Source: an optimization exercise on an open RTL-to-GDS flow (aim: small area, a short achievable clock period and few clock cycles). Production flows keep margins and buffers that such runs may drop.
Function was checked by simulation only, so behaviour that the tests miss may differ from the original.

$ cat flow/run.sh
#!/bin/bash
# synth_recipe.tcl (not shown) runs the flow's synth.tcl, then flattens the netlist and writes it again
# the make line also repeats each setting of config.mk as NAME=value (left out here)
make -C /OpenROAD-flow-scripts/flow DESIGN_CONFIG=/design/flow/config.mk WORK_HOME=/design/flow/orfs CLKGATE_MAP_FILE= SYNTH_SCRIPT=/design/flow/synth_recipe.tcl finish
$ cat flow/config.mk
export PLATFORM = sky130hd
export DESIGN_NAME = pifo_top
export DESIGN_NICKNAME = pifo_top
export VERILOG_FILES = /design/flow/design.v
export SDC_FILE = /design/flow/constraint.sdc
export NUM_CORES = 4
export LEC_CHECK = 0
export CAP_MARGIN = 20
export CORE_MARGIN = 2
export CORE_UTILIZATION = 30
export GPL_ROUTABILITY_DRIVEN = 1
export PLACE_DENSITY = 0.45
export SLEW_MARGIN = 20
$ cat flow/constraint.sdc
create_clock -name core_clock -period 9.0 [get_ports {i_clk}]
set_input_delay 1.8000 -clock core_clock [delete_from_list [all_inputs] [get_ports {i_clk}]]
set_output_delay 1.8000 -clock core_clock [all_outputs]
set_load 0.01 [all_outputs]
$ cat flow/design.v
`timescale 1ns/1ps
package pifo_pkg;
    localparam int VALUE_W    = 16;
    localparam int COUNT_W    = 10;
    localparam int FANOUT     = 4;
    localparam int SLOT_W     = 2;
    localparam int NUM_LEVELS = 3;
    localparam int ADDR_W     = SLOT_W * NUM_LEVELS;  
    localparam int PUSH_GAP = 2;
    localparam int POP_GAP  = 3;
    localparam int GAP_W    = $clog2(POP_GAP + 1);
    typedef logic [VALUE_W-1:0] value_t;
    typedef logic [COUNT_W-1:0] count_t;
    typedef struct packed {
        count_t count;  
        value_t value;
    } slot_t;
    localparam int SLOT_BITS = COUNT_W + VALUE_W;
    typedef logic [FANOUT*SLOT_BITS-1:0] node_t;  
    localparam value_t EMPTY_VALUE = '1;  
    localparam slot_t  EMPTY_SLOT  = {{COUNT_W{1'b0}}, EMPTY_VALUE};  
    typedef enum logic {
        OP_PUSH = 1'b0,
        OP_POP  = 1'b1
    } op_e;
    typedef enum logic [1:0] {
        ST_IDLE = 2'b00,
        ST_PUSH = 2'b01,
        ST_POP  = 2'b11,
        ST_WB   = 2'b10
    } level_state_e;
endpackage
`timescale 1ns/1ps
module pifo_node_ram #(
    parameter  int DEPTH = 1,
    localparam int AW    = (DEPTH > 1) ? $clog2(DEPTH) : 1
) (
    input  logic            i_clk,
    input  logic            i_arst_n,
    input  logic            i_rd_en,
    input  logic [AW-1:0]   i_rd_addr,
    input  logic            i_wr_en,
    input  logic [AW-1:0]   i_wr_addr,
    input  pifo_pkg::node_t i_wr_data,
    output pifo_pkg::node_t o_rd_data
);
    pifo_pkg::node_t mem [DEPTH];
    for (genvar w = 0; w < DEPTH; w++) begin : g_word
        always_ff @(posedge i_clk or negedge i_arst_n) begin
            if (!i_arst_n) begin
                mem[w] <= {pifo_pkg::FANOUT{pifo_pkg::EMPTY_SLOT}};  
            end else if (i_wr_en && (i_wr_addr == AW'(w))) begin
                mem[w] <= i_wr_data;
            end
        end
    end
    always_ff @(posedge i_clk or negedge i_arst_n) begin
        if (!i_arst_n) begin
            o_rd_data <= {pifo_pkg::FANOUT{pifo_pkg::EMPTY_SLOT}};
        end else if (i_rd_en) begin
            o_rd_data <= mem[i_rd_addr];  
        end
    end
endmodule
`timescale 1ns/1ps
module pifo_level #(
    parameter int LEVEL = 0
) (
    input  logic        i_clk,
    input  logic        i_arst_n,
    input  logic                        up_push,
    input  pifo_pkg::value_t            up_push_data,
    input  logic                        up_pop,
    input  logic [pifo_pkg::ADDR_W-1:0] up_child_addr,
    output pifo_pkg::value_t            up_pop_data,
    output logic                        down_push,
    output pifo_pkg::value_t            down_push_data,
    output logic                        down_pop,
    output logic [pifo_pkg::ADDR_W-1:0] down_child_addr,
    input  pifo_pkg::value_t            down_pop_data
);
    localparam int DEPTH   = pifo_pkg::FANOUT ** LEVEL;
    localparam int AW      = (DEPTH > 1) ? $clog2(DEPTH) : 1;
    localparam bit IS_LAST = (LEVEL == pifo_pkg::NUM_LEVELS - 1);
    pifo_pkg::level_state_e      state;
    logic [pifo_pkg::ADDR_W-1:0] addr_q;       
    pifo_pkg::value_t            push_q;       
    pifo_pkg::node_t             rd_node;
    pifo_pkg::node_t             wr_node;
    logic              wr_en;
    logic [pifo_pkg::SLOT_W-1:0] cnt_sel;      
    logic [pifo_pkg::SLOT_W-1:0] val_sel;      
    logic [pifo_pkg::SLOT_W-1:0] dn_slot;
    pifo_pkg::slot_t             push_slot;
    pifo_pkg::slot_t             pop_slot;
    logic              child_push;
    pifo_pkg::value_t            child_value;
    pifo_pkg::value_t            refill;
    pifo_node_ram #(
        .DEPTH (DEPTH)
    ) u_node_ram (
        .i_clk     (i_clk),
        .i_arst_n  (i_arst_n),
        .i_rd_en   (up_push | up_pop),
        .i_rd_addr (up_child_addr[AW-1:0]),
        .i_wr_en   (wr_en),
        .i_wr_addr (addr_q[AW-1:0]),
        .i_wr_data (wr_node),
        .o_rd_data (rd_node)
    );
    always_ff @(posedge i_clk or negedge i_arst_n) begin
        if (!i_arst_n) begin
            state <= pifo_pkg::ST_IDLE;
        end else if (up_push) begin
            state <= pifo_pkg::ST_PUSH;
        end else if (up_pop) begin
            state <= pifo_pkg::ST_POP;
        end else if (state == pifo_pkg::ST_POP) begin
            state <= pifo_pkg::ST_WB;  
        end else begin
            state <= pifo_pkg::ST_IDLE;
        end
    end
    always_ff @(posedge i_clk) begin
        if (up_push || up_pop) begin
            addr_q <= up_child_addr;
            push_q <= up_push_data;
        end
    end
    pifo_pkg::value_t rd_val [pifo_pkg::FANOUT];
    pifo_pkg::count_t rd_cnt [pifo_pkg::FANOUT];
    pifo_pkg::value_t wr_val [pifo_pkg::FANOUT];
    pifo_pkg::count_t wr_cnt [pifo_pkg::FANOUT];
    always_comb begin
        for (int i = 0; i < pifo_pkg::FANOUT; i++) begin
            rd_val[i] = rd_node[i*pifo_pkg::SLOT_BITS +: pifo_pkg::VALUE_W];
            rd_cnt[i] = rd_node[i*pifo_pkg::SLOT_BITS+pifo_pkg::VALUE_W +: pifo_pkg::COUNT_W];
        end
    end
    always_comb begin
        cnt_sel = '0;
        val_sel = '0;
        for (int i = 1; i < pifo_pkg::FANOUT; i++) begin
            if (rd_cnt[i] < rd_cnt[cnt_sel]) cnt_sel = pifo_pkg::SLOT_W'(i);
            if (rd_val[i] < rd_val[val_sel]) val_sel = pifo_pkg::SLOT_W'(i);
        end
    end
    assign push_slot = {rd_cnt[cnt_sel], rd_val[cnt_sel]};
    assign pop_slot  = {rd_cnt[val_sel], rd_val[val_sel]};
    if (IS_LAST) begin : g_leaf
        assign refill = pifo_pkg::EMPTY_VALUE;  
    end else begin : g_inner
        assign refill = down_pop_data;
    end
    always_comb begin
        for (int i = 0; i < pifo_pkg::FANOUT; i++) begin
            wr_val[i] = rd_val[i];
            wr_cnt[i] = rd_cnt[i];
        end
        child_push  = 1'b0;
        child_value = push_q;
        case (state)
            pifo_pkg::ST_PUSH: begin
                wr_cnt[cnt_sel] = push_slot.count + 1'b1;
                if (push_slot.value == pifo_pkg::EMPTY_VALUE) begin
                    wr_val[cnt_sel] = push_q;
                end else if (push_q < push_slot.value) begin
                    wr_val[cnt_sel] = push_q;  
                    child_push      = 1'b1;
                    child_value     = push_slot.value;
                end else begin
                    child_push = 1'b1;  
                end
            end
            pifo_pkg::ST_WB: begin
                if (pop_slot.count != '0) begin
                    wr_cnt[val_sel] = pop_slot.count - 1'b1;
                    wr_val[val_sel] = refill;
                end
            end
            default: ;
        endcase
    end
    always_comb begin
        for (int i = 0; i < pifo_pkg::FANOUT; i++) begin
            wr_node[i*pifo_pkg::SLOT_BITS +: pifo_pkg::SLOT_BITS] = {wr_cnt[i], wr_val[i]};
        end
    end
    assign wr_en = (state == pifo_pkg::ST_PUSH) || (state == pifo_pkg::ST_WB);
    assign up_pop_data = pop_slot.value;  
    assign dn_slot         = (state == pifo_pkg::ST_PUSH) ? cnt_sel : val_sel;
    assign down_push       = !IS_LAST && (state == pifo_pkg::ST_PUSH) && child_push;
    assign down_push_data  = child_value;
    assign down_pop        = !IS_LAST && (state == pifo_pkg::ST_POP) && (pop_slot.count != '0);
    assign down_child_addr = {addr_q[pifo_pkg::ADDR_W-pifo_pkg::SLOT_W-1:0], dn_slot};
endmodule
`timescale 1ns/1ps
module pifo_ingress (
    input  logic             i_clk,
    input  logic             i_arst_n,
    input  logic             i_req,
    input  logic             i_op,    
    input  pifo_pkg::value_t i_data,
    output logic             o_root_push,
    output pifo_pkg::value_t o_root_push_data,
    output logic             o_root_pop,
    output logic [pifo_pkg::ADDR_W-1:0] o_root_child_addr,
    output logic             o_push_done,
    output logic             o_pop_pending
);
    typedef enum logic {
        IG_IDLE,
        IG_BUSY
    } ingress_state_e;
    ingress_state_e   state;
    logic [pifo_pkg::GAP_W-1:0] cool;      
    logic             push_r;
    logic             pop_r;
    logic             pop_pend_r;
    pifo_pkg::value_t           data_q;
    always_ff @(posedge i_clk or negedge i_arst_n) begin
        if (!i_arst_n) begin
            state      <= IG_IDLE;
            cool       <= '0;
            push_r     <= 1'b0;
            pop_r      <= 1'b0;
            pop_pend_r <= 1'b0;
        end else begin
            push_r     <= 1'b0;
            pop_r      <= 1'b0;
            pop_pend_r <= pop_r;  
            if (cool != '0) cool <= cool - 1'b1;
            case (state)
                IG_IDLE: begin
                    if (i_req && (cool == '0)) begin
                        push_r <= (i_op == pifo_pkg::OP_PUSH);
                        pop_r  <= (i_op == pifo_pkg::OP_POP);
                        cool   <= (i_op == pifo_pkg::OP_POP) ? pifo_pkg::GAP_W'(pifo_pkg::POP_GAP - 1) : pifo_pkg::GAP_W'(pifo_pkg::PUSH_GAP - 1);
                        state  <= IG_BUSY;
                    end
                end
                IG_BUSY: if (!i_req) state <= IG_IDLE;  
                default: state <= IG_IDLE;
            endcase
        end
    end
    always_ff @(posedge i_clk) begin
        if ((state == IG_IDLE) && i_req) data_q <= i_data;
    end
    assign o_root_push       = push_r;
    assign o_root_push_data  = data_q;
    assign o_root_pop        = pop_r;
    assign o_root_child_addr = '0;  
    assign o_push_done     = push_r;
    assign o_pop_pending   = pop_pend_r;
endmodule
`timescale 1ns/1ps
module pifo_egress (
    input  logic             i_clk,
    input  logic             i_arst_n,
    input  logic             i_req,
    input  logic             i_push_done,
    input  logic             i_pop_pending,
    input  pifo_pkg::value_t i_pop_data,
    output logic             o_ack,
    output pifo_pkg::value_t o_data
);
    pifo_pkg::value_t data_q;
    always_ff @(posedge i_clk or negedge i_arst_n) begin
        if (!i_arst_n) begin
            o_ack <= 1'b0;
        end else if (i_push_done || i_pop_pending) begin
            o_ack <= 1'b1;
        end else if (!i_req) begin
            o_ack <= 1'b0;  
        end
    end
    always_ff @(posedge i_clk) begin
        if (i_pop_pending) data_q <= i_pop_data;  
    end
    assign o_data = data_q;
endmodule
`timescale 1ns/1ps
module pifo_top (
    input  logic        i_clk,
    input  logic        i_arst_n,
    input  logic        i_req,
    input  logic        i_op,    
    input  logic [15:0] i_data,  
    output logic        o_ack,
    output logic [15:0] o_data   
);
    logic push_done;
    logic pop_pending;
    logic              link_push       [pifo_pkg::NUM_LEVELS+1];
    pifo_pkg::value_t            link_push_data  [pifo_pkg::NUM_LEVELS+1];
    logic              link_pop        [pifo_pkg::NUM_LEVELS+1];
    logic [pifo_pkg::ADDR_W-1:0] link_child_addr [pifo_pkg::NUM_LEVELS+1];
    pifo_pkg::value_t            link_pop_data   [pifo_pkg::NUM_LEVELS+1];
    assign link_pop_data[pifo_pkg::NUM_LEVELS] = pifo_pkg::EMPTY_VALUE;  
    pifo_ingress u_ingress (
        .i_clk             (i_clk),
        .i_arst_n          (i_arst_n),
        .i_req             (i_req),
        .i_op              (i_op),
        .i_data            (i_data),
        .o_root_push       (link_push[0]),
        .o_root_push_data  (link_push_data[0]),
        .o_root_pop        (link_pop[0]),
        .o_root_child_addr (link_child_addr[0]),
        .o_push_done       (push_done),
        .o_pop_pending     (pop_pending)
    );
    for (genvar g = 0; g < pifo_pkg::NUM_LEVELS; g++) begin : g_level
        pifo_level #(
            .LEVEL (g)
        ) u_level (
            .i_clk           (i_clk),
            .i_arst_n        (i_arst_n),
            .up_push         (link_push[g]),
            .up_push_data    (link_push_data[g]),
            .up_pop          (link_pop[g]),
            .up_child_addr   (link_child_addr[g]),
            .up_pop_data     (link_pop_data[g]),
            .down_push       (link_push[g+1]),
            .down_push_data  (link_push_data[g+1]),
            .down_pop        (link_pop[g+1]),
            .down_child_addr (link_child_addr[g+1]),
            .down_pop_data   (link_pop_data[g+1])
        );
    end
    pifo_egress u_egress (
        .i_clk         (i_clk),
        .i_arst_n      (i_arst_n),
        .i_req         (i_req),
        .i_push_done   (push_done),
        .i_pop_pending (pop_pending),
        .i_pop_data    (link_pop_data[0]),
        .o_ack         (o_ack),
        .o_data        (o_data)
    );
endmodule
==> results of run 1 <==
## synth_stat cells (52+ instances only)
| library cell | instances | share of area |
|---|---|---|
| clkbuf_1 | 1027 | 0.029 |
| and3_1 | 98 | 0.0045 |
| mux2i_1 | 401 | 0.030 |
| inv_1 | 234 | 0.0065 |
| edfxtp_1 | 86 | 0.019 |
| nand4_1 | 84 | 0.0039 |
| nand2_1 | 1691 | 0.047 |
| a22oi_1 | 305 | 0.017 |
| buf_1 | 98 | 0.0027 |
| a22o_1 | 425 | 0.028 |
| a211oi_1 | 150 | 0.0084 |
| a221oi_1 | 111 | 0.0072 |
| nor2_1 | 1142 | 0.032 |
| dfstp_2 | 1536 | 0.30 |
| dfrtp_1 | 973 | 0.18 |
| nand3_1 | 169 | 0.0063 |
| a21oi_1 | 716 | 0.027 |
| mux2_2 | 473 | 0.039 |
| nor3_1 | 120 | 0.0045 |
| o21ai_0 | 965 | 0.036 |
| mux4_2 | 119 | 0.020 |
| a21o_1 | 97 | 0.0054 |
| o22ai_1 | 88 | 0.0041 |
| a221o_1 | 90 | 0.0067 |
| o31ai_1 | 395 | 0.022 |
| and2_1 | 90 | 0.0042 |
| o21ai_1 | 73 | 0.0027 |
| a311oi_1 | 52 | 0.0034 |
| o221ai_1 | 61 | 0.0040 |
| ha_1 | 276 | 0.026 |
| a222oi_1 | 119 | 0.0088 |
| buf_2 | 90 | 0.0033 |
| o211ai_1 | 81 | 0.0045 |
| a31oi_1 | 443 | 0.021 |
## per-layer routing
metal | wire [um] | part of all wire | global-route usage
met5 | 29 | 0.000049 | 0
met4 | 26000 | 0.044 | 0.0983
met3 | 37300 | 0.062 | 0.0363
met2 | 272000 | 0.45 | 0.409
met1 | 262000 | 0.44 | 0.350
## per-stage QoR
stage	TNS, ns	worst slack (ns)
3_3_place_gp	-0.617	-0.0820
3_5_place_dp	-1.70	-0.109
5_1_grt	-0.976	-0.0528
4_1_cts	0	0.0395
6_report	0	0.199
2_1_floorplan	-0.144	-0.0126
## worst max-delay path by stage
stage                                                       end                                        start  cells after the start
finish                 g_level[2].u_level.u_node_ram.mem[13][5]  g_level[2].u_level.u_node_ram.o_rd_data[25]                     39
global route          g_level[2].u_level.u_node_ram.mem[11][13]  g_level[2].u_level.u_node_ram.o_rd_data[10]                     34
CTS                    g_level[1].u_level.u_node_ram.mem[3][56]  g_level[1].u_level.u_node_ram.o_rd_data[25]                     35
detailed placement  g_level[2].u_level.u_node_ram.o_rd_data[18]  g_level[1].u_level.u_node_ram.o_rd_data[25]                     30
global placement    g_level[2].u_level.u_node_ram.o_rd_data[18]  g_level[1].u_level.u_node_ram.o_rd_data[25]                     30
floorplan                         g_level[1].u_level.push_q[13]  g_level[0].u_level.u_node_ram.o_rd_data[47]                     40
## area by class of cell
| cell class | instances | share of cell area |
|---|---|---|
| multi-input cells | 9444 | 0.393 |
| inverters | 236 | 0.00550 |
| repair buffers | 1334 | 0.0771 |
| well taps | 5952 | 0.0459 |
| flip-flops and latches | 2595 | 0.415 |
| diodes | 11 | 0.000170 |
| clock inverters | 102 | 0.00716 |
| clock buffers | 458 | 0.0556 |
## critical path, delay by kind of cell, from the launching register on
family                   cells  cell delay (ns)
AO/OA/AOI/OAI               18             3.73
adder cells (fa/ha/maj)      4             1.42
buffers and inverters        9             1.37
AND/OR/NAND/NOR              5             1.00
multiplexers                 3             0.83
flip-flops                   1             0.36
## sequential cells by signal, summed over array words and instances, names as in the netlist
register                              count
u_ingress.state                           1
g_level.u_level.u_node_ram.o_rd_data    312
g_level.u_level.push_q                   48
u_egress.data_q                          16
g_level.u_level.state                     6
g_level.u_level.addr_q                    6
g_level.u_level.u_node_ram.mem         2184
u_ingress.pop_pend_r                      1
u_ingress.cool                            2
u_ingress.data_q                         16
u_ingress.push_r                          1
u_ingress.pop_r                           1
u_egress.o_ack                            1
## repair_timing
| item | CTS | global route |
|---|---|---|
| gates cloned | 0 | 4 |
| endpoints found under the hold margin | 0 | 0 |
| pin swaps | 1 | 37 |
| setup buffers | 2 | 31 |
| gates resized for setup | 6 | 150 |
| setup endpoints to repair | 88 | 2181 |
## logic make-up after synthesis
logic type                 share of synthesized area
adders and majority gates                     0.0256
and+or+nand+nor                                0.113
xor gates and xnor gates                     0.00481
AOI/OAI and AO/OA                              0.226
muxes                                         0.0893
buffers and inverters                         0.0416
DFF                                            0.499
==> impl_metrics.tcl, run 1 <==
set metrics [dict create \
    status "no timing/DRC/antenna violations" \
    worst-setup-path-type "flip-flop to flip-flop" \
    final-hold-violation-count 0 \
    setup_viol 0 \
    post-route-cell-area_sq_um 162000 \
    reg2reg_to "g_level[2].u_level.u_node_ram.mem[13][5]" \
    hp-start "u_ingress.pop_r" \
    netlist_area_sq_um 135000 \
    cpPeakStageDelay_ns 0.50 \
    nFillCells 45000 \
    drv_cap 0 \
    finalCritPeriodShare 0.978 \
    cts_htree_levels 5 \
    dpl_cell_area_sq_um 151000 \
    syn_area_per_cell_sq_um 9.99 \
    synthDistinctLibCells 105 \
    syn_to_final_growth_pct 20.2 \
    grt_pass1_wl_um 863000 \
    die_area_sq_um 455000 \
    route.detailed.wl_per_inst_um 29.7 \
    cp_common_cell "a21o_1" \
    fin_crit_ns 8.80 \
    fin_worst_skew_ns 0.0537 \
    max_freq_ghz 0.114 \
    grt_usage 0.256 \
    grt_max_degree 175 \
    r2r_setup_slack_ns 0.20 \
    start_util 0.301 \
    final_common_cell "nand2_1" \
    ctsHoldBuffers 0 \
    arrival_ns 9.68 \
    grt_overflow 0 \
    worstSkewPairLatency_ns 0.97 \
    min_path_type "flip-flop to flip-flop" \
    syn_inst 13500 \
    gp_congestion 0.990 \
    drt_iter0_markers 11800 \
    die_width_um 674 \
    multiInputGateArea_sq_um 63800 \
    synth_edf_count 86 \
    rows 246 \
    critical_path.endpoint_type "flip-flop" \
    hpwl_um 384000 \
    clock-sinks 2595 \
    cp_max_fo 8 \
    drive_gt1_frac 0.300 \
    worstRegToRegCells 39 \
    grt_antenna_before_repair 25 \
    cts.path.max_buffers 4 \
    antenna_left 0 \
    final_cell_mix "nand2_1, dfstp_2, buf_4" \
    final_core_util 0.362 \
    worst_slew_margin_rel 0.0951 \
    io_pins 37 \
    async_flop_share 0.967 \
    cts_buffers 311 \
    synth_seq_cells 2595 \
    yosysWarnings 30 \
    whs_ns 0.408 \
    clock_tree.root_cell "clkbuf_16" \
    nets 14200 \
    clk_pin_slew_ns 0.06 \
    viasPerCell 5.74 \
    layout.cells.non_filler 20100 \
    hold-path-cell-count 0 \
    ys_seq_area_frac 0.499 \
    maxSlewViolCount 0 \
    reg2reg_from "g_level[2].u_level.u_node_ram.o_rd_data[25]" \
    vias 116000 \
    die-height_um 674 \
    start_kind "flip-flop" \
    drcViolationCount 0 \
    dominantRegCellSynth "dfstp_2" \
    drt_wl_total_um 597000 \
    port_buffers 36 \
    drtPass1Iterations 9 \
    cp_slowest_cell "a221o_1" \
    cts_tree "yes" \
    grt_pass1_vias 114000 \
    placed_cells 19500 \
    seqCellArea_sq_um 67300 \
    required_ns 9.88 \
    min_to "u_ingress.pop_pend_r" \
    coreArea_sq_um 448000 \
    worst_pin_slew_ns 1.35 \
]
Testbench counts, summed over its fixed seeds: cycles 17,731.
==> inputs of run 2 (changes only) <==
==> flow/design.v (replaced) <==
`timescale 1ns/1ps
package pifo_pkg;
    localparam int VALUE_W = 16;
    localparam int CAP     = 84;  
    typedef logic [VALUE_W-1:0] value_t;
    localparam value_t EMPTY_VALUE = '1;  
    typedef enum logic {
        OP_PUSH = 1'b0,
        OP_POP  = 1'b1
    } op_e;
endpackage
`timescale 1ns/1ps
`timescale 1ns/1ps
`timescale 1ns/1ps
`timescale 1ns/1ps
`timescale 1ns/1ps
module pifo_top (
    input  logic        i_clk,
    input  logic        i_arst_n,
    input  logic        i_req,
    input  logic        i_op,    
    input  logic [15:0] i_data,
    output logic        o_ack,
    output logic [15:0] o_data
);
    localparam int N = pifo_pkg::CAP;
    logic             ack_q;    
    logic             go_q;     
    logic             op_q;     
    pifo_pkg::value_t x_q;      
    pifo_pkg::value_t data_q;   
    logic             valid [N+1];
    pifo_pkg::value_t v     [N+1];
    logic             gt    [N+1];  
    always_ff @(posedge i_clk or negedge i_arst_n) begin
        if (!i_arst_n) begin
            ack_q <= 1'b0;
            go_q  <= 1'b0;
        end else begin
            ack_q <= i_req;
            go_q  <= i_req && !ack_q;
        end
    end
    always_ff @(posedge i_clk) begin
        if (!ack_q) begin
            op_q   <= i_op;
            x_q    <= i_data;
            data_q <= valid[0] ? v[0] : pifo_pkg::EMPTY_VALUE;
        end
    end
    assign o_ack  = ack_q;
    assign o_data = data_q;
    assign valid[N] = 1'b0;
    assign v[N]     = pifo_pkg::EMPTY_VALUE;
    for (genvar i = 0; i < N; i++) begin : g_ent
        logic             gt_l;
        logic             valid_l;
        pifo_pkg::value_t v_l;
        if (i == 0) begin : g_first
            assign gt_l    = 1'b0;
            assign valid_l = 1'b1;
            assign v_l     = x_q;
        end else begin : g_rest
            assign gt_l    = gt[i-1];
            assign valid_l = valid[i-1];
            assign v_l     = v[i-1];
        end
        assign gt[i] = !valid[i] || (v[i] > x_q);
        always_ff @(posedge i_clk or negedge i_arst_n) begin
            if (!i_arst_n) begin
                valid[i] <= 1'b0;
            end else if (go_q) begin
                if (op_q == pifo_pkg::OP_POP) valid[i] <= valid[i+1];
                else                          valid[i] <= valid_l;
            end
        end
        always_ff @(posedge i_clk) begin
            if (go_q) begin
                if (op_q == pifo_pkg::OP_POP) begin
                    v[i] <= v[i+1];
                end else if (gt_l) begin
                    v[i] <= v_l;
                end else if (gt[i]) begin
                    v[i] <= x_q;
                end
            end
        end
    end
endmodule
==> run 2 against run 1 <==
  * Clock skew rose by 0.0055 ns
  * Sequential cell count fell by 1132
  * Critical endpoint is now v[21][14]
  * Routed wire length fell by 28%
  * Maximum frequency rose by 68%
  * Utilization fell by 2.5 points
  * Still clean
==> impl_metrics.tcl, run 2 <==
set metrics [dict create \
    start_util 0.301 \
    cp_max_fo 52 \
    cts_buffers 191 \
    grt_antenna_before_repair 22 \
    max_freq_ghz 0.191 \
    antenna_left 0 \
    maxSlewViolCount 0 \
    cts_resized 0 \
    final_core_util 0.337 \
    port_buffers 36 \
    grt_max_degree 152 \
    required_ns 9.55 \
    cp_common_cell "buf_4" \
    placed_cells 14000 \
    netlist_area_sq_um 101000 \
    post-cts-setup-buffers 0 \
    worst-setup-path-type "flip-flop to flip-flop" \
    ctsHoldBuffers 0 \
    synth_top_cell_by_area "edfxtp_1" \
    async_flop_share 0.0588 \
    fin_crit_ns 5.24 \
    largest_reg_flops 1344 \
    gp_congestion 0.885 \
    status "no timing/DRC/antenna violations" \
    min_path_type "flip-flop to flip-flop" \
    die_area_sq_um 343000 \
    arrival_ns 5.79 \
    drive_gt1_frac 0.0670 \
    critical_path.endpoint_type "flip-flop" \
    synth_most_common_cell "edfxtp_1" \
    syn_area_per_cell_sq_um 10.3 \
    synth_top_cell_area_share 0.408 \
    syn_inst 9879 \
    ys_seq_area_frac 0.429 \
    clock_tree.root_cell "clkbuf_16" \
    worst_pin_slew_ns 1.26 \
    drv_cap 0 \
    hpwl_um 287000 \
    synthDistinctLibCells 77 \
    rsz0062_at_grt "false" \
    coreArea_sq_um 337000 \
    nets 11100 \
    final_cell_mix "edfxtp_1, ha_1, a21oi_1" \
    dominantRegCellSynth "edfxtp_1" \
    cp_slowest_cell "a31oi_1" \
    die-height_um 585 \
    route.detailed.wl_per_inst_um 30.1 \
    synth_area_leaders "edfxtp_1, ha_1, a21oi_1, mux2i_1, a221o_1" \
    final-hold-violation-count 0 \
    grt_pass1_vias 82500 \
    viasPerCell 5.97 \
    reg_top3 "v x1344, valid x84" \
    die_width_um 585 \
    fin_worst_skew_ns 0.0592 \
    rows 213 \
    cp_cell_sequence "buf_4 -> inv_6 -> buf_4 -> ha_1 -> nand4_1 -> or3_1 -> a21o_1 -> o211ai_2 -> nand2_2 -> a31oi_1 -> buf_4" \
    finalCritPeriodShare 0.583 \
    drtPass1Iterations 7 \
    cpPeakStageDelay_ns 0.83 \
    setup-tns-final_ns 0 \
    grt_pass1_wl_um 612000 \
    grt_usage 0.245 \
    clk_pin_slew_ns 0.06 \
    final_common_cell "edfxtp_1" \
    setup_viol 0 \
    syn_to_final_growth_pct 11.8 \
    worstSkewPairLatency_ns 0.89 \
    io_pins 37 \
    nFillCells 33500 \
    synth_commonest_cells "edfxtp_1, ha_1, a21oi_1" \
    worst_slew_margin_rel 0.157 \
    drcViolationCount 0 \
    drt_iter0_markers 10000 \
    clock-sinks 1463 \
    synth_seq_cells 1463 \
    start_kind "flip-flop" \
    drt_wl_total_um 433000 \
    synth_edf_count 1377 \
    cts.path.max_buffers 4 \
    layout.cells.non_filler 14400 \
    cts_tree "yes" \
    grt_overflow 0 \
    regMostFlops "v" \
    cts_htree_levels 4 \
    vias 85900 \
    yosysWarnings 4 \
]
-- run 2: cell count changes after synthesis, sizes merged, moves of 602 or more --
cell / before / now
o21ai: 1040 / 398
dfstp: 1536 / 0
ha: 276 / 1344
nand2: 1692 / 821
dfrtp: 973 / 86
clkbuf: 1027 / 425
edfxtp: 86 / 1377
-- run 2: final timing paths --
kind	from	end	slack (ns)	cells after the start
min in group asynchronous	i_arst_n	valid[35]	0.94	1
hold / removal	ack_q	go_q	0.47	1
setup reg to reg	x_q[4]	v[21][14]	3.76	11
hold reg to reg	ack_q	go_q	0.47	1
setup / recovery	x_q[4]	v[21][14]	3.76	11
max in group asynchronous	i_arst_n	valid[60]	6.70	2
-- run 2: layout make-up --
class / count / area (sq um) / share of cell area
Sequential cell: 1463 / 43500 / 0.384
Tap cell: 4515 / 5650 / 0.0498
Clock inverter: 90 / 863 / 0.00762
Clock buffer: 254 / 5160 / 0.0455
Antenna cell: 32 / 80.1 / 0.000706
Multi-Input combinational cell: 7548 / 54800 / 0.484
Timing Repair Buffer: 279 / 2400 / 0.0212
Inverter: 205 / 857 / 0.00756
-- run 2: worst max-delay path: cells and delay by family, from the launching register on --
kind	cells	cell delay, ns
buf+inv	4	1.92
compound gates	3	1.29
simple gates	3	0.91
flops	1	0.40
fa+ha+maj	1	0.23
-- run 2: logic make-up after synthesis --
logic type,share of synthesized area
mux,0.0466
simple gates,0.120
compound gates,0.204
flops,0.429
buf+inv,0.0351
fa+ha+maj,0.166
-- run 2: per-stage QoR --
| step | area (sq um) | worst slack (ns) | hold slack (ns) |
|---|---|---|---|
| 2_1_floorplan | 101000 | 3.85 | 0.484 |
| 3_3_place_gp | 107000 | 3.98 | 0.458 |
| 3_5_place_dp | 107000 | 3.87 | 0.465 |
| 4_1_cts | 113000 | 3.82 | 0.469 |
| 5_1_grt | 113000 | 3.63 | 0.485 |
| 6_report | 113000 | 3.76 | 0.467 |
-- run 2: layer usage --
layer / track usage / vias up / routed length, um
met1: 0.342 / 43100 / 191000
li1: - / 38100 / -
met5: 0 / - / 0
met3: 0.0398 / 702 / 34200
met4: 0.0972 / 0 / 18000
met2: 0.376 / 3990 / 190000
Testbench counts of run 2, summed over its fixed seeds: cycles 10,240.
==> inputs of run 3 (changes only) <==
==> flow/design.v (replaced) <==
`timescale 1ns/1ps
package pifo_pkg;
    localparam int VALUE_W = 16;
    localparam int CAP     = 84;  
    typedef logic [VALUE_W-1:0] value_t;
    localparam value_t EMPTY_VALUE = '1;  
    typedef enum logic {
        OP_PUSH = 1'b0,
        OP_POP  = 1'b1
    } op_e;
endpackage
`timescale 1ns/1ps
`timescale 1ns/1ps
`timescale 1ns/1ps
`timescale 1ns/1ps
`timescale 1ns/1ps
module pifo_top (
    input  logic        i_clk,
    input  logic        i_arst_n,
    input  logic        i_req,
    input  logic        i_op,    
    input  logic [15:0] i_data,
    output logic        o_ack,
    output logic [15:0] o_data
);
    localparam int N = pifo_pkg::CAP;
    logic             ack_q;      
    logic             push_q;     
    logic             pop_q;      
    pifo_pkg::value_t x_q;        
    pifo_pkg::value_t data_q;     
    logic             valid [N+1];
    pifo_pkg::value_t v     [N+1];
    logic             gt_q  [N];   
    function automatic logic cmp_gt(input logic [15:0] a, input logic [15:0] b);
        logic c;
        c = 1'b0;
        for (int k = 0; k < 16; k++) begin
            c = (a[k] & ~b[k]) | (a[k] & c) | (~b[k] & c);
        end
        cmp_gt = c;
    endfunction
    always_ff @(posedge i_clk or negedge i_arst_n) begin
        if (!i_arst_n) begin
            ack_q  <= 1'b0;
            push_q <= 1'b0;
            pop_q  <= 1'b0;
        end else begin
            ack_q  <= i_req;
            push_q <= i_req && !ack_q && (i_op == pifo_pkg::OP_PUSH);
            pop_q  <= i_req && !ack_q && (i_op == pifo_pkg::OP_POP);
        end
    end
    always_ff @(posedge i_clk) begin
        if (!ack_q) begin
            x_q    <= i_data;
            data_q <= gt_q[0]  ? x_q  :
                      valid[0] ? v[0] : pifo_pkg::EMPTY_VALUE;
        end
    end
    assign o_ack  = ack_q;
    assign o_data = data_q;
    assign valid[N] = 1'b0;
    assign v[N]     = pifo_pkg::EMPTY_VALUE;
    for (genvar i = 0; i < N; i++) begin : g_ent
        logic             gt_l;
        logic             valid_l;
        pifo_pkg::value_t v_l;
        if (i == 0) begin : g_first
            assign gt_l    = 1'b0;
            assign valid_l = 1'b1;
            assign v_l     = x_q;
        end else begin : g_rest
            assign gt_l    = gt_q[i-1];
            assign valid_l = valid[i-1];
            assign v_l     = v[i-1];
        end
        logic sel_up, sel_lo, sel_x, sel_hold;
        assign sel_up   = pop_q;
        assign sel_lo   = gt_l;
        assign sel_x    = gt_q[i] & ~gt_l;
        assign sel_hold = ~(pop_q | gt_q[i]);
        always_ff @(posedge i_clk) begin
            gt_q[i] <= push_q & (~valid[i] | cmp_gt(v[i], x_q));
            v[i]    <= ({16{sel_up}}   & v[i+1])
                     | ({16{sel_lo}}   & v_l)
                     | ({16{sel_x}}    & x_q)
                     | ({16{sel_hold}} & v[i]);
        end
        always_ff @(posedge i_clk or negedge i_arst_n) begin
            if (!i_arst_n) begin
                valid[i] <= 1'b0;
            end else begin
                valid[i] <= (pop_q & valid[i+1])
                          | (~pop_q & (valid[i] | (gt_q[i] & valid_l)));
            end
        end
    end
endmodule
==> run 3 against run 2 <==
  * Still clean on timing, DRC and antenna
  * Cell area is 15% lower
  * Via count is 2.3% lower
  * Final cell count is 0.35% higher
  * Routed wire length is 26% lower
  * Sequential share of layout area is 5.4 points lower
  * Clock skew is 0.0052 ns higher
  * Utilization is 0.54 points lower
  * Non-clock buffer count is 57 lower
  * Highest routed layer unchanged
==> impl_metrics.tcl, run 3 <==
set metrics [dict create \
    clock_tree.root_cell "clkbuf_16" \
    die-height_um 544 \
    nets 10400 \
    die_area_sq_um 295000 \
    cp_slowest_cell "clkdlybuf4s50_1" \
    whs_ns 0.462 \
    rsz0062_at_grt "false" \
    route.detailed.wl_per_inst_um 22.3 \
    synthDistinctLibCells 48 \
    hpwl_um 201000 \
    yosysWarnings 4 \
    antenna_left 0 \
    netlist_area_sq_um 87300 \
    regMostFlops "v" \
    synth_top_cell_area_share 0.327 \
    r2r_setup_slack_ns 5.31 \
    worstSkewPairLatency_ns 0.88 \
    final-hold-violation-count 0 \
    hp-start "v[0][12]" \
    cp_max_fo 3 \
    largest_reg_flops 1344 \
    min_to "v[0][12]" \
    min_path_type "flip-flop to flip-flop" \
    cpPeakStageDelay_ns 0.65 \
    drt_iter0_markers 7892 \
    grt_pass1_wl_um 498000 \
    drtPass1Iterations 6 \
    grt_overflow 0 \
    cts_resized 0 \
    start_kind "flip-flop" \
    cp_cell_sequence "clkdlybuf4s50_1" \
    start_util 0.301 \
    worst_pin_slew_ns 1.18 \
    reg_top3 "v x1344, gt_q x84, valid x84" \
    cp-startpoint "ack_q" \
    status "no timing/DRC/antenna violations" \
    dominantRegCellSynth "dfxtp_1" \
    worst-setup-path-type "flip-flop to primary output" \
    final_common_cell "nand2_1" \
    coreArea_sq_um 290000 \
    critical_path.endpoint_type "primary output" \
    ctsHoldBuffers 0 \
    grt_pass1_vias 81200 \
    io_pins 37 \
    grt_antenna_before_repair 4 \
    async_flop_share 0.0562 \
    drv_cap 0 \
    drive_gt1_frac 0.0579 \
    fin_crit_ns 3.93 \
    final_core_util 0.331 \
    vias 83900 \
    hold-path-cell-count 2 \
    syn_area_per_cell_sq_um 7.82 \
    final_cell_mix "nand2_1, dfxtp_1, a21oi_1" \
    required_ns 7.20 \
    cts.path.max_buffers 4 \
    ys_seq_area_frac 0.363 \
    fin_worst_skew_ns 0.0644 \
    synth_seq_cells 1547 \
    gp_congestion 0.809 \
    finalCritPeriodShare 0.437 \
    reg2reg_to "gt_q[55]" \
    nFillCells 30500 \
    cts_tree "yes" \
    grt_usage 0.208 \
    max_freq_ghz 0.254 \
    setup_viol 0 \
    die_width_um 544 \
    synth_top_cell_by_area "dfxtp_1" \
    synth_commonest_cells "nand2_1, dfxtp_1, a21oi_1" \
    cts_htree_levels 4 \
    rows 198 \
    setup-tns-final_ns 0 \
    syn_to_final_growth_pct 10.2 \
    post-cts-setup-buffers 0 \
    worst_slew_margin_rel 0.214 \
    synth_area_leaders "dfxtp_1, a221o_1, nand2_1, a21oi_1, maj3_1" \
    clock-sinks 1547 \
    drcViolationCount 0 \
    arrival_ns 2.13 \
    drt_wl_total_um 322000 \
    reg2reg_from "x_q[0]" \
    synth_edf_count 32 \
    viasPerCell 5.81 \
    synth_most_common_cell "nand2_1" \
    maxSlewViolCount 0 \
    port_buffers 36 \
    clk_pin_slew_ns 0.06 \
    cp_top_family "buffers and inverters" \
    critical_path_buf_inv_count 1 \
    cts_buffers 194 \
    syn_inst 11200 \
    worstRegToRegCells 9 \
    grt_max_degree 158 \
]
==> run 3: cell count changes after synthesis, sizes merged, moves of 312 or more <==
cell,before,now
a221o,380,1232
clkbuf,425,1118
dfxtp,0,1428
edfxtp,1377,32
ha,1344,0
inv,205,517
maj3,0,508
mux2i,472,0
nand2,821,2114
nor2,936,105
o21ai,398,904
==> run 3: final cells by class <==
| class | instances | area, sq um | area share |
|---|---|---|---|
| clock buffer | 290 | 5820 | 0.0605 |
| antenna | 3 | 7.51 | 0.0000780 |
| sequential | 1547 | 31700 | 0.330 |
| timing repair buffer | 222 | 1920 | 0.0200 |
| clock inverter | 60 | 578 | 0.00601 |
| inverter | 521 | 2020 | 0.0210 |
| tap | 3900 | 4880 | 0.0507 |
| multi-input combinational | 7894 | 49200 | 0.512 |
==> run 3: worst max-delay path by stage <==
| stage | endpoint | slack, ns | cells after the start |
|---|---|---|---|
| 6_report | o_ack | 5.07 | 1 |
| 5_1_grt | o_ack | 4.92 | 1 |
| 3_5_place_dp | gt_q[55] | 5.30 | 9 |
| 4_1_cts | o_ack | 4.97 | 1 |
| 2_1_floorplan | gt_q[47] | 6.70 | 9 |
| 3_3_place_gp | gt_q[55] | 5.30 | 9 |
==> run 3: logic make-up (layout without fill, tap and decap cells) <==
group / after synthesis / in the layout / share of synthesized area
other cells: 0 / 3 / 0
flops: 1547 / 1547 / 0.363
simple gates: 2800 / 2800 / 0.138
buf+inv: 1723 / 1093 / 0.0747
fa+ha+maj: 508 / 508 / 0.0587
compound gates: 4586 / 4586 / 0.365
==> run 3: layer usage <==
layer,up-vias,global-route usage,wire length [um],share of wire
met5,-,0,0,0
met4,0,0.0560,7710,0.024
met3,488,0.0249,16700,0.052
met2,2531,0.340,148000,0.46
met1,41000,0.289,150000,0.47
li1,39900,-,-,-
==> run 3: per-stage QoR <==
stage	instances	area, sq um	setup WS, ns
final	14400	96200	5.07
after global routing	14400	96200	4.92
after CTS	14400	96100	4.97
after detailed placement	14100	89700	5.30
after global placement	14100	89600	5.30
after floorplan	11200	87300	6.70
Testbench counts of run 3, summed over its fixed seeds: cycles 10,240.
==> inputs of run 4 (changes only) <==
--- a/flow/design.v
+++ b/flow/design.v
@@ -12,3 +12,28 @@
 `timescale 1ns/1ps
+module pifo_node_ram (
+    input  logic i_sel_up,
+    input  logic i_up,
+    input  logic i_sel_lo,
+    input  logic i_lo,
+    input  logic i_sel_x,
+    input  logic i_x,
+    input  logic i_sel_hold,
+    input  logic i_hold,
+    output logic o_d
+);
+    assign o_d = (i_sel_up & i_up) | (i_sel_lo & i_lo) | (i_sel_x & i_x) | (i_sel_hold & i_hold);
+endmodule
 `timescale 1ns/1ps
+module pifo_level (
+    input  logic [15:0] i_a,
+    input  logic [15:0] i_nb,  
+    output logic        o_gt
+);
+    always_comb begin
+        o_gt = 1'b0;
+        for (int k = 0; k < 16; k++) begin
+            o_gt = (i_a[k] & i_nb[k]) | (i_a[k] & o_gt) | (i_nb[k] & o_gt);
+        end
+    end
+endmodule
 `timescale 1ns/1ps
@@ -34,10 +59,2 @@
     logic             gt_q  [N];   
-    function automatic logic cmp_gt(input logic [15:0] a, input logic [15:0] b);
-        logic c;
-        c = 1'b0;
-        for (int k = 0; k < 16; k++) begin
-            c = (a[k] & ~b[k]) | (a[k] & c) | (~b[k] & c);
-        end
-        cmp_gt = c;
-    endfunction
     always_ff @(posedge i_clk or negedge i_arst_n) begin
@@ -60,2 +77,4 @@
     end
+    pifo_pkg::value_t nx;
+    assign nx = ~x_q;
     assign o_ack  = ack_q;
@@ -82,8 +101,25 @@
         assign sel_hold = ~(pop_q | gt_q[i]);
+        logic gt;
+        pifo_level u_cmp (
+            .i_a  (v[i]),
+            .i_nb (nx),
+            .o_gt (gt)
+        );
+        pifo_pkg::value_t v_d;
+        for (genvar b = 0; b < pifo_pkg::VALUE_W; b++) begin : g_bit
+            pifo_node_ram u_mux (
+                .i_sel_up   (sel_up),
+                .i_up       (v[i+1][b]),
+                .i_sel_lo   (sel_lo),
+                .i_lo       (v_l[b]),
+                .i_sel_x    (sel_x),
+                .i_x        (x_q[b]),
+                .i_sel_hold (sel_hold),
+                .i_hold     (v[i][b]),
+                .o_d        (v_d[b])
+            );
+        end
         always_ff @(posedge i_clk) begin
-            gt_q[i] <= push_q & (~valid[i] | cmp_gt(v[i], x_q));
-            v[i]    <= ({16{sel_up}}   & v[i+1])
-                     | ({16{sel_lo}}   & v_l)
-                     | ({16{sel_x}}    & x_q)
-                     | ({16{sel_hold}} & v[i]);
+            gt_q[i] <= push_q & (~valid[i] | gt);
+            v[i]    <= v_d;
         end
--- a/flow/config.mk
+++ b/flow/config.mk
@@ -13 +13,2 @@
 export SLEW_MARGIN = 20
+export SYNTH_HIERARCHICAL = 1
==> run 4 against run 3 <==
  * Critical path depth increased by 8
  * Count of clock-buffer cells in the layout up 13
  * Sequential cell count is the same
  * Global-route usage is 3.5 points higher
  * Critical path type is now flip-flop to flip-flop
  * Non-clock buffer count decreased by 13
==> impl_metrics.tcl, run 4 <==
set metrics [dict create \
    drive_gt1_frac 0.0895 \
    grt_pass1_vias 80300 \
    grt_antenna_before_repair 3 \
    setup-tns-final_ns 0 \
    finalCritPeriodShare 0.420 \
    port_buffers 36 \
    hold-path-cell-count 1 \
    nFillCells 26800 \
    dominantRegCellSynth "dfxtp_1" \
    cts.path.max_buffers 3 \
    grt_pass1_wl_um 522000 \
    top_layer "met4" \
    drcViolationCount 0 \
    fin_crit_ns 3.78 \
    min_to "push_q" \
    cp_max_fo 66 \
    drv_cap 0 \
    reg2reg_from "x_q[7]" \
    drt_iter0_markers 9240 \
    wl_met3_um 19200 \
    antenna_left 0 \
    synthDistinctLibCells 31 \
    synth_commonest_cells "a22oi_1, nand2_1, dfxtp_1" \
    worst_pin_slew_ns 1.20 \
    grt_overflow 0 \
    clock-sinks 1547 \
    synth_seq_cells 1547 \
    ys_seq_area_frac 0.402 \
    wl_met1_um 152000 \
    final_common_cell "a22oi_1" \
    setup_viol 0 \
    grt_max_degree 167 \
    start_util 0.301 \
    worst-setup-path-type "flip-flop to flip-flop" \
    rows 188 \
    synth_top_cell_area_share 0.363 \
    drtPass1Iterations 7 \
    fin_worst_skew_ns 0.0342 \
    gp_congestion 0.827 \
    critical_path.endpoint_type "flip-flop" \
    post-cts-setup-buffers 0 \
    die_area_sq_um 267000 \
    cts_resized 0 \
    reg_top3 "v x1344, gt_q x84, valid x84" \
    hp-start "ack_q" \
    syn_inst 9186 \
    synth_most_common_cell "a22oi_1" \
    final-hold-violation-count 0 \
    synth_top_cell_by_area "dfxtp_1" \
    whs_ns 0.464 \
    arrival_ns 4.55 \
    die-height_um 517 \
    rsz0062_at_grt "false" \
    hpwl_um 215000 \
    worstRegToRegCells 9 \
    regMostFlops "v" \
    io_pins 37 \
    yosysWarnings 14 \
    min_path_type "flip-flop to flip-flop" \
    coreArea_sq_um 262000 \
    r2r_setup_slack_ns 5.22 \
    async_flop_share 0.0562 \
    placed_cells 12900 \
    cts_tree "yes" \
    grt_usage 0.244 \
    dr_wl_met2_um 158000 \
    clk_pin_slew_ns 0.06 \
    vias 84000 \
    nets 9595 \
    route.detailed.wl_per_inst_um 25.6 \
    start_kind "flip-flop" \
    syn_to_final_growth_pct 16.0 \
    worstSkewPairLatency_ns 0.84 \
    synth_edf_count 32 \
    layout.cells.non_filler 13200 \
    netlist_area_sq_um 78900 \
    die_width_um 517 \
    maxSlewViolCount 0 \
    cts_htree_levels 4 \
    max_freq_ghz 0.265 \
    final_cell_mix "a22oi_1, nand2_1, dfxtp_1" \
    drt_wl_total_um 339000 \
    ctsHoldBuffers 0 \
    viasPerCell 6.34 \
    status "no timing/DRC/antenna violations" \
    worst_slew_margin_rel 0.201 \
    clock_tree.root_cell "clkbuf_16" \
    syn_area_per_cell_sq_um 8.58 \
    required_ns 9.77 \
    reg2reg_to "gt_q[59]" \
    largest_reg_flops 1344 \
    synth_area_leaders "dfxtp_1, a22oi_1, nand2_1, o22ai_1, dfrtp_1" \
    cts_buffers 188 \
]
[run 4: worst max path at each step]
| stage | startpoint | to | slack, ns | cells past startpoint |
|---|---|---|---|---|
| final | x_q[7] | gt_q[59] | 5.22 | 9 |
| after floorplan | pop_q | v[1][0] | 0.83 | 6 |
| after global placement | x_q[7] | gt_q[37] | 5.31 | 9 |
| after detailed placement | x_q[7] | gt_q[59] | 5.28 | 9 |
| after CTS | x_q[7] | gt_q[59] | 5.25 | 9 |
| after global routing | x_q[7] | gt_q[59] | 5.05 | 9 |
[run 4: final cells by class]
type	count	area, sq um	share of cell area
antenna	2	5.00	0.0000547
clock inverter	44	404	0.00442
clock buffer	303	5760	0.0630
inverter	185	812	0.00888
multi-input combinational	7444	46600	0.509
tap	3515	4400	0.0481
sequential	1547	31700	0.347
timing repair buffer	209	1780	0.0194
[run 4: modules after synthesis, one instance, submodules excluded]
| module | area, sq um | flops+latches |
|---|---|---|
| pifo_node_ram | 18.8 | 0 |
| pifo_level | 220 | 0 |
| pifo_top | 35100 | 1547 |
[run 4: metrics by stage]
step | area [sq um] | setup slack (ns) | utilization
after CTS | 91400 | 5.25 | 0.349
after global routing | 91500 | 5.05 | 0.349
after global placement | 85000 | 5.31 | 0.325
after floorplan | 79000 | 0.834 | -
final | 91500 | 5.22 | 0.349
after detailed placement | 85200 | 5.28 | 0.325
[run 4: worst max-delay path, stage by stage, from the launching register on]
cell and delay, ns:
edfxtp_1 0.35, buf_4 0.31, inv_8 0.45, buf_4 0.84, buf_4 0.85, o22ai_1 0.22
nor3_2 0.26, nand4b_1 0.14, o22ai_2 0.12, o21a_1 0.12
[run 4: logic make-up after synthesis]
kind of cell	Yosys count	share of synthesized area
buffers and inverters	225	0.0118
flip-flops	1547	0.402
other	2	0.0000952
AO/OA/AOI/OAI	4886	0.447
AND/OR/NAND/NOR	2526	0.139
[run 4: routing by layer]
layer  up-vias  GRT usage
li1      38400          -
met1     41700      0.335
met2      3295      0.398
met3       571     0.0277
met4         0     0.0726
met5         -          0
Testbench counts of run 4, summed over its fixed seeds: cycles 10,240.
==> inputs of run 5 (changes only) <==
==> flow/flow/run.sh (new file) <==
#!/bin/bash
set -euo pipefail
bash standard.sh SETUP_SLACK_MARGIN=6 TNS_END_PERCENT=0 finish > standard.log 2>&1
==> flow/standard.sh (new file) <==
#!/bin/bash
# synth_recipe.tcl (not shown) runs the flow's synth.tcl, then flattens the netlist and writes it again
# the make line also repeats each setting of config.mk as NAME=value (left out here)
make -C /OpenROAD-flow-scripts/flow DESIGN_CONFIG=/design/flow/config.mk WORK_HOME=/design/flow/orfs CLKGATE_MAP_FILE= SYNTH_SCRIPT=/design/flow/synth_recipe.tcl "${@:-finish}"
removed: flow/run.sh
==> run 5 against run 4 <==
  * Final cell count is essentially flat
  * Worst hold slack better by 0.040 ns
  * Clock skew about the same
  * Setup slack improved by 0.56 ns
  * Synthesized area unchanged
  * Cell area about the same
  * Utilization barely moved
  * Critical endpoint is now gt_q[42]
==> impl_metrics.tcl, run 5 <==
set metrics [dict create \
    coreArea_sq_um 262000 \
    setup-tns-final_ns 0 \
    drt_wl_total_um 339000 \
    final_cell_mix "a22oi_1, nand2_1, dfxtp_1" \
    grt_max_degree 167 \
    route.detailed.wl_per_inst_um 25.6 \
    placed_cells 12900 \
    synth_top_cell_by_area "dfxtp_1" \
    yosysWarnings 14 \
    synthDistinctLibCells 31 \
    synth_area_leaders "dfxtp_1, a22oi_1, nand2_1, o22ai_1, dfrtp_1" \
    drcViolationCount 0 \
    start_util 0.301 \
    port_buffers 36 \
    worstRegToRegCells 8 \
    post-route-cell-area_sq_um 91500 \
    rows 188 \
    arrival_ns 3.98 \
    r2r_setup_slack_ns 5.79 \
    grt_overflow 0 \
    cts_buffers 188 \
    final_common_cell "a22oi_1" \
    dominantRegCellSynth "dfxtp_1" \
    fin_worst_skew_ns 0.0342 \
    drtPass1Iterations 6 \
    final-hold-violation-count 0 \
    start_kind "flip-flop" \
    die_width_um 517 \
    io_pins 37 \
    max_freq_ghz 0.311 \
    dpl_cell_area_sq_um 85200 \
    largest_reg_flops 1344 \
    maxSlewViolCount 0 \
    cts_tree "yes" \
    worst_pin_slew_ns 1.17 \
    required_ns 9.76 \
    synth_top_cell_area_share 0.363 \
    synth_seq_cells 1547 \
    min_to "valid[83]" \
    worst_slew_margin_rel 0.223 \
    reg_top3 "v x1344, gt_q x84, valid x84" \
    reg2reg_from "x_q[11]" \
    hpwl_um 215000 \
    synth_commonest_cells "a22oi_1, nand2_1, dfxtp_1" \
    fin_crit_ns 3.21 \
    setup_viol 0 \
    grt_usage 0.244 \
    post-place-ws_ns 5.28 \
    ctsHoldBuffers 0 \
    critical_path.endpoint_type "flip-flop" \
    worst-setup-path-type "flip-flop to flip-flop" \
    syn_inst 9186 \
    reg2reg_to "gt_q[42]" \
    regMostFlops "v" \
    die_area_sq_um 267000 \
    nets 9598 \
    grt_pass1_wl_um 522000 \
    grt_antenna_before_repair 2 \
    async_flop_share 0.0562 \
    cp_max_fo 111 \
    clock-sinks 1547 \
    synth_edf_count 32 \
    netlist_area_sq_um 78900 \
    syn_area_per_cell_sq_um 8.58 \
    synth_most_common_cell "a22oi_1" \
    rsz0062_at_grt "true" \
    nFillCells 26800 \
    min_path_type "flip-flop to flip-flop" \
    syn_to_final_growth_pct 16.1 \
    hp-start "valid[83]" \
    die-height_um 517 \
    clock_tree.root_cell "clkbuf_16" \
    layout.cells.non_filler 13300 \
    drive_gt1_frac 0.0915 \
    grt_pass1_vias 80300 \
    vias 84100 \
    finalCritPeriodShare 0.357 \
    drt_iter0_markers 9087 \
    ys_seq_area_frac 0.402 \
    cts.path.max_buffers 3 \
    worstSkewPairLatency_ns 0.84 \
    drv_cap 0 \
    antenna_left 0 \
    viasPerCell 6.35 \
    hold-path-cell-count 2 \
    clk_pin_slew_ns 0.06 \
    setup_ws_ns 5.79 \
    status "no timing/DRC/antenna violations" \
    cts_htree_levels 4 \
    gp_congestion 0.827 \
]
-- run 5: final cells by class --
type,instances,area (sq um),area share
repair buffers,212,1810,0.0198
diodes,2,5.00,0.0000547
clock buffers,303,5760,0.0629
flip-flops and latches,1547,31700,0.347
clock inverters,44,404,0.00441
inverters,185,831,0.00908
well taps,3515,4400,0.0480
multi-input cells,7444,46600,0.509
-- run 5: modules after synthesis (local to each module, per instance) --
module         times used  cells
pifo_level             84     36
pifo_top                1   2130
pifo_node_ram        1344      3
-- run 5: worst max-delay path, stage by stage (launching register included) --
cell and delay, ns:
edfxtp_1 0.38, buf_6 0.33, inv_12 0.53, buf_4 0.78, o22ai_1 0.24, nor3_2 0.21, nand4b_1 0.13, o22ai_2 0.11
o21a_1 0.12
-- run 5: worst max path at each step --
stage                    from         to  cells past startpoint
floorplan               pop_q    v[1][0]                      6
global placement       x_q[7]   gt_q[37]                      9
detailed placement     x_q[7]   gt_q[59]                      9
CTS                 data_q[1]  o_data[1]                      1
global route        data_q[1]  o_data[1]                      1
finish                x_q[11]   gt_q[42]                      8
-- run 5: per-stage QoR --
stage          hold slack [ns]  utilization
2_1_floorplan            0.462            -
3_3_place_gp             0.461        0.325
3_5_place_dp             0.456        0.325
4_1_cts                  0.509        0.349
5_1_grt                  0.543        0.350
6_report                 0.504        0.350
-- run 5: logic make-up after synthesis --
kind of cell,count (synthesis),synth area share
compound gates,4886,0.447
simple gates,2526,0.139
flops,1547,0.402
buf+inv,225,0.0118
other cells,2,0.0000952
-- run 5: timing repair --
| action | in CTS | in global routing |
|---|---|---|
| endpoints found under the setup margin | 672 | 987 |
| setup buffers | 1 | 2 |
| gates resized for setup | 79 | 13 |
-- run 5: per-layer routing --
metal  track usage  vias to the layer above  wire length [um]  part of all wire
met5             0                        -                 0                 0
met4        0.0728                        0              9130             0.027
met3        0.0279                      544             18700             0.055
met2         0.398                     3156            159000              0.47
met1         0.335                    42000            153000              0.45
li1              -                    38400                 -                 -
==> inputs of run 6 (changes only) <==
--- a/flow/design.v
+++ b/flow/design.v
@@ -52,2 +52,3 @@
     logic             ack_q;      
+    logic             nack_q;     
     logic             push_q;     
@@ -55,4 +56,5 @@
     pifo_pkg::value_t x_q;        
+    pifo_pkg::value_t nx_q;       
+    pifo_pkg::value_t res_q;      
     pifo_pkg::value_t data_q;     
-    logic             valid [N+1];
     pifo_pkg::value_t v     [N+1];
@@ -62,2 +64,3 @@
             ack_q  <= 1'b0;
+            nack_q <= 1'b1;
             push_q <= 1'b0;
@@ -66,4 +69,5 @@
             ack_q  <= i_req;
-            push_q <= i_req && !ack_q && (i_op == pifo_pkg::OP_PUSH);
-            pop_q  <= i_req && !ack_q && (i_op == pifo_pkg::OP_POP);
+            nack_q <= !i_req;
+            push_q <= i_req && nack_q && (i_op == pifo_pkg::OP_PUSH);
+            pop_q  <= i_req && nack_q && (i_op == pifo_pkg::OP_POP);
         end
@@ -71,13 +75,15 @@
     always_ff @(posedge i_clk) begin
-        if (!ack_q) begin
-            x_q    <= i_data;
-            data_q <= gt_q[0]  ? x_q  :
-                      valid[0] ? v[0] : pifo_pkg::EMPTY_VALUE;
+        if (!i_arst_n) begin
+            x_q <= pifo_pkg::EMPTY_VALUE;  
+        end else if (nack_q) begin
+            x_q <= i_data;
         end
+        nx_q <= ~i_data;  
+        if (nack_q && i_req) begin
+            res_q <= gt_q[0] ? x_q : v[0];
+        end
+        data_q <= nack_q ? (gt_q[0] ? x_q : v[0]) : res_q;
     end
-    pifo_pkg::value_t nx;
-    assign nx = ~x_q;
     assign o_ack  = ack_q;
     assign o_data = data_q;
-    assign valid[N] = 1'b0;
     assign v[N]     = pifo_pkg::EMPTY_VALUE;
@@ -85,3 +91,2 @@
         logic             gt_l;
-        logic             valid_l;
         pifo_pkg::value_t v_l;
@@ -89,3 +94,2 @@
             assign gt_l    = 1'b0;
-            assign valid_l = 1'b1;
             assign v_l     = x_q;
@@ -93,3 +97,2 @@
             assign gt_l    = gt_q[i-1];
-            assign valid_l = valid[i-1];
             assign v_l     = v[i-1];
@@ -97,6 +100,6 @@
         logic sel_up, sel_lo, sel_x, sel_hold;
-        assign sel_up   = pop_q;
+        assign sel_up   = pop_q & ~gt_q[i];  
         assign sel_lo   = gt_l;
-        assign sel_x    = gt_q[i] & ~gt_l;
-        assign sel_hold = ~(pop_q | gt_q[i]);
+        assign sel_x    = (gt_q[i] & ~gt_l) | ~i_arst_n;
+        assign sel_hold = ~(pop_q | gt_q[i] | ~i_arst_n);
         logic gt;
@@ -104,3 +107,3 @@
             .i_a  (v[i]),
-            .i_nb (nx),
+            .i_nb (nx_q),
             .o_gt (gt)
@@ -122,12 +125,4 @@
         always_ff @(posedge i_clk) begin
-            gt_q[i] <= push_q & (~valid[i] | gt);
+            gt_q[i] <= push_q & gt;
             v[i]    <= v_d;
-        end
-        always_ff @(posedge i_clk or negedge i_arst_n) begin
-            if (!i_arst_n) begin
-                valid[i] <= 1'b0;
-            end else begin
-                valid[i] <= (pop_q & valid[i+1])
-                          | (~pop_q & (valid[i] | (gt_q[i] & valid_l)));
-            end
         end
==> flow/flow/run.sh (replaced) <==
#!/bin/bash
# The standard layout with two changes to how it is made (the constraints are unchanged):
#  - synthesis maps the logic with ABC's plain delay-then-area mapping (&nf), from
#    flow/abc_speed.script, in place of ORFS's script with its repeated SOP balancing;
#    registers are mapped before ABC runs, so they are the standard synthesis's;
#  - timing repair treats any path with less than SETUP_SLACK_MARGIN ns of slack as failing,
#    so it aims at a shorter clock period than the design's, and works on the worst path only.
set -euo pipefail
rm -rf scripts_abc
cp -r "$FLOW_HOME/scripts" scripts_abc
cp flow/abc_speed.script scripts_abc/abc_speed.script
bash standard.sh SCRIPTS_DIR="$PWD/scripts_abc" SETUP_SLACK_MARGIN=6 TNS_END_PERCENT=0 finish > standard.log 2>&1
==> flow/flow/abc_speed.script (new file) <==
strash
&get -n
&fraig -x
&put
dc2
strash
&get -n
&dch -f
&nf -R 0
&put
--- a/flow/config.mk
+++ b/flow/config.mk
@@ -9,6 +9,7 @@
 export CORE_MARGIN = 2
-export CORE_UTILIZATION = 30
+export CORE_UTILIZATION = 40
+export CTS_CLUSTER_DIAMETER = 100
+export CTS_CLUSTER_SIZE = 20
 export GPL_ROUTABILITY_DRIVEN = 1
-export PLACE_DENSITY = 0.45
+export PLACE_DENSITY = 0.52
 export SLEW_MARGIN = 20
-export SYNTH_HIERARCHICAL = 1
==> run 6 against run 5 <==
  * Utilization is 9.9 points higher
  * Critical path depth shrank 2
  * Maximum frequency about the same
  * Cell area shrank 17%
  * Global-route usage is 5.1 points higher
  * Routed wire length shrank 19%
  * Worst hold slack lost 0.039 ns
  * Via count down 13%
  * Register-to-register slack better by 0.08 ns
  * Critical endpoint is now v[69][2]
  * Highest routed layer is now met5
==> impl_metrics.tcl, run 6 <==
set metrics [dict create \
    ys_seq_area_frac 0.441 \
    netlist_area_sq_um 68400 \
    grt_pass1_vias 67500 \
    grt_usage 0.294 \
    cts_htree_levels 3 \
    worstSkewPairLatency_ns 0.71 \
    gp_congestion 0.834 \
    port_buffers 36 \
    maxSlewViolCount 0 \
    synth_seq_cells 1496 \
    final_common_cell "nand2_1" \
    grt_overflow 0 \
    clock_tree.root_cell "clkbuf_16" \
    vias 72900 \
    whs_ns 0.465 \
    coreArea_sq_um 170000 \
    min_to "v[83][0]" \
    worstRegToRegCells 10 \
    worst-setup-path-type "input port to flip-flop" \
    syn_inst 7696 \
    r2r_setup_slack_ns 5.87 \
    cts_tree "yes" \
    start_util 0.403 \
    clk_pin_slew_ns 0.09 \
    grtUsageMet3 0.0437 \
    grt_pass1_wl_um 419000 \
    setup_ws_ns 5.79 \
    required_ns 9.65 \
    ctsHoldBuffers 0 \
    max_freq_ghz 0.311 \
    synth_top_cell_area_share 0.432 \
    reg_top3 "v x1344, gt_q x84" \
    drive_gt1_frac 0.0579 \
    setup_viol 0 \
    worst_pin_slew_ns 1.20 \
    regMostFlops "v" \
    hpwl_um 173000 \
    diodes 0 \
    gr-usage-met1 0.418 \
    dominantRegCellSynth "dfxtp_1" \
    die-height_um 417 \
    route.detailed.wl_per_inst_um 26.9 \
    synth_area_leaders "dfxtp_1, a222oi_1, nand2_1, a22oi_1, o22a_1" \
    post-place-ws_ns 4.67 \
    nets 8037 \
    dpl_cell_area_sq_um 73100 \
    met2_usage 0.464 \
    fin_crit_ns 3.21 \
    cts.path.max_buffers 3 \
    min_path_type "flip-flop to flip-flop" \
    hold-path-cell-count 2 \
    yosysWarnings 6 \
    drtPass1Iterations 14 \
    hp-start "v[83][0]" \
    viasPerCell 7.12 \
    critical_path.endpoint_type "flip-flop" \
    syn_area_per_cell_sq_um 8.88 \
    die_width_um 417 \
    syn_to_final_growth_pct 11.4 \
    arrival_ns 3.86 \
    drt_iter0_markers 14600 \
    final-hold-violation-count 0 \
    cts_buffers 84 \
    finalCritPeriodShare 0.357 \
    status "no timing/DRC/antenna violations" \
    drv_cap 0 \
    grt_antenna_before_repair 3 \
    synth_most_common_cell "nand2_1" \
]
==> run 6: changes by cell type in the layout (fill, tap and decap cells not counted), moves of 249 or more <==
cell and delta:
a22oi_1 -2741, a222oi_1 +1533, nand2_1 +1029, o22ai_1 -308
nand3_1 -252, o21ai_0 +249
==> run 6: timing repair <==
action / in CTS / in global routing
buffers inserted: 4 / 11
hold endpoints to repair: 0 / 0
endpoints found under the setup margin: 1217 / 1249
resized for setup: 98 / 42
gates cloned: 0 / 1
pin swaps: 0 / 2
==> run 6: critical path, cell delays in order <==
cell	delay [ns]
buf_4	0.42
nand2b_4	0.28
buf_12	0.31
nor2_2	0.64
a222oi_1	0.16
nand2_1	0.12
==> run 6: area by class of cell <==
cell class / instances / area (sq um)
flip-flops and latches: 1496 / 30300
well taps: 2218 / 2780
multi-input cells: 6100 / 38400
fillers: 16500 / 93500
clock buffers: 98 / 2220
repair buffers: 235 / 2160
inverters: 100 / 375
clock inverters: 2 / 13.8
==> run 6: per-stage QoR <==
step                      utilization  instances
after CTS                       0.446      10200
after floorplan                     -       7696
after global routing            0.449      10200
after global placement          0.431      10100
after detailed placement        0.431      10100
final                           0.449      10200
==> run 6: how the worst max path moves through the flow <==
stage	start	to	slack (ns)	depth (start not counted)
global placement	i_arst_n	v[56][14]	4.67	6
floorplan	i_arst_n	v[5][2]	5.76	4
global route	i_arst_n	v[35][9]	5.72	5
finish	i_arst_n	v[69][2]	5.79	6
detailed placement	i_arst_n	v[52][14]	4.67	6
CTS	ack_q	o_ack	5.82	1
==> run 6: logic make-up after synthesis <==
kind of cell	after synthesis	synth area share
compound gates	3155	0.387
buf+inv	100	0.00549
flops	1496	0.441
mux	16	0.00234
simple gates	2929	0.165
==> run 6: per-layer routing <==
layer / share of wire / vias to the layer above
met5: 0.00017 / -
met4: 0.025 / 2
met3: 0.087 / 402
met2: 0.45 / 3679
met1: 0.44 / 35800
li1: - / 33000
Testbench counts of run 6, summed over its fixed seeds: cycles 10,240.

[afterwards: timing with drivers on the ports]
The results above use ideal ports. As a check the final layouts listed here were re-extracted and re-timed, cells and wires unchanged. Step 1 (the two cells are an assumption about what drives the block):
set clk [get_ports {i_clk}]
set_driving_cell -lib_cell sky130_fd_sc_hd__clkbuf_16 $clk
set_driving_cell -lib_cell sky130_fd_sc_hd__buf_2 [delete_from_list [all_inputs] $clk]
Step 2 adds t to the input delays and takes it off the output delays; t is the mean of the earliest and latest rising clock arrival at the registers after step 1. Input paths then give back, and output paths get back, about the clock's delay inside the block. Three values: ideal, step 1, step 2; two values: the first two.
| run | t (ns) | slack for setup (ns) | worst setup path after step 2 | slew at the worst register clock pin (ns) | worst data-port slew with drivers (ns) |
|---|---|---|---|---|---|
| run 1 | 1.060 | 0.199 / 0.199 / 0.199 | register to register | 0.08 / 0.08 | 0.08 |
| run 2 | 0.976 | 3.757 / 3.757 / 3.757 | register to register | 0.07 / 0.07 | 0.29 |
| run 3 | 0.952 | 5.069 / 4.969 / 5.312 | register to register | 0.06 / 0.06 | 0.09 |
| run 4 | 0.917 | 5.223 / 5.223 / 5.223 | register to register | 0.06 / 0.06 | 0.05 |
| run 5 | 0.917 | 5.787 / 5.751 / 5.787 | register to register | 0.06 / 0.06 | 0.06 |
| run 6 | 0.789 | 5.787 / 5.808 / 5.059 | input to register | 0.09 / 0.09 | 0.06 |
After both steps setup and hold are still met in every run listed. The setup slack of run 6, which loses most, moves by +0.021 ns with the drivers and by -0.728 ns with both steps.
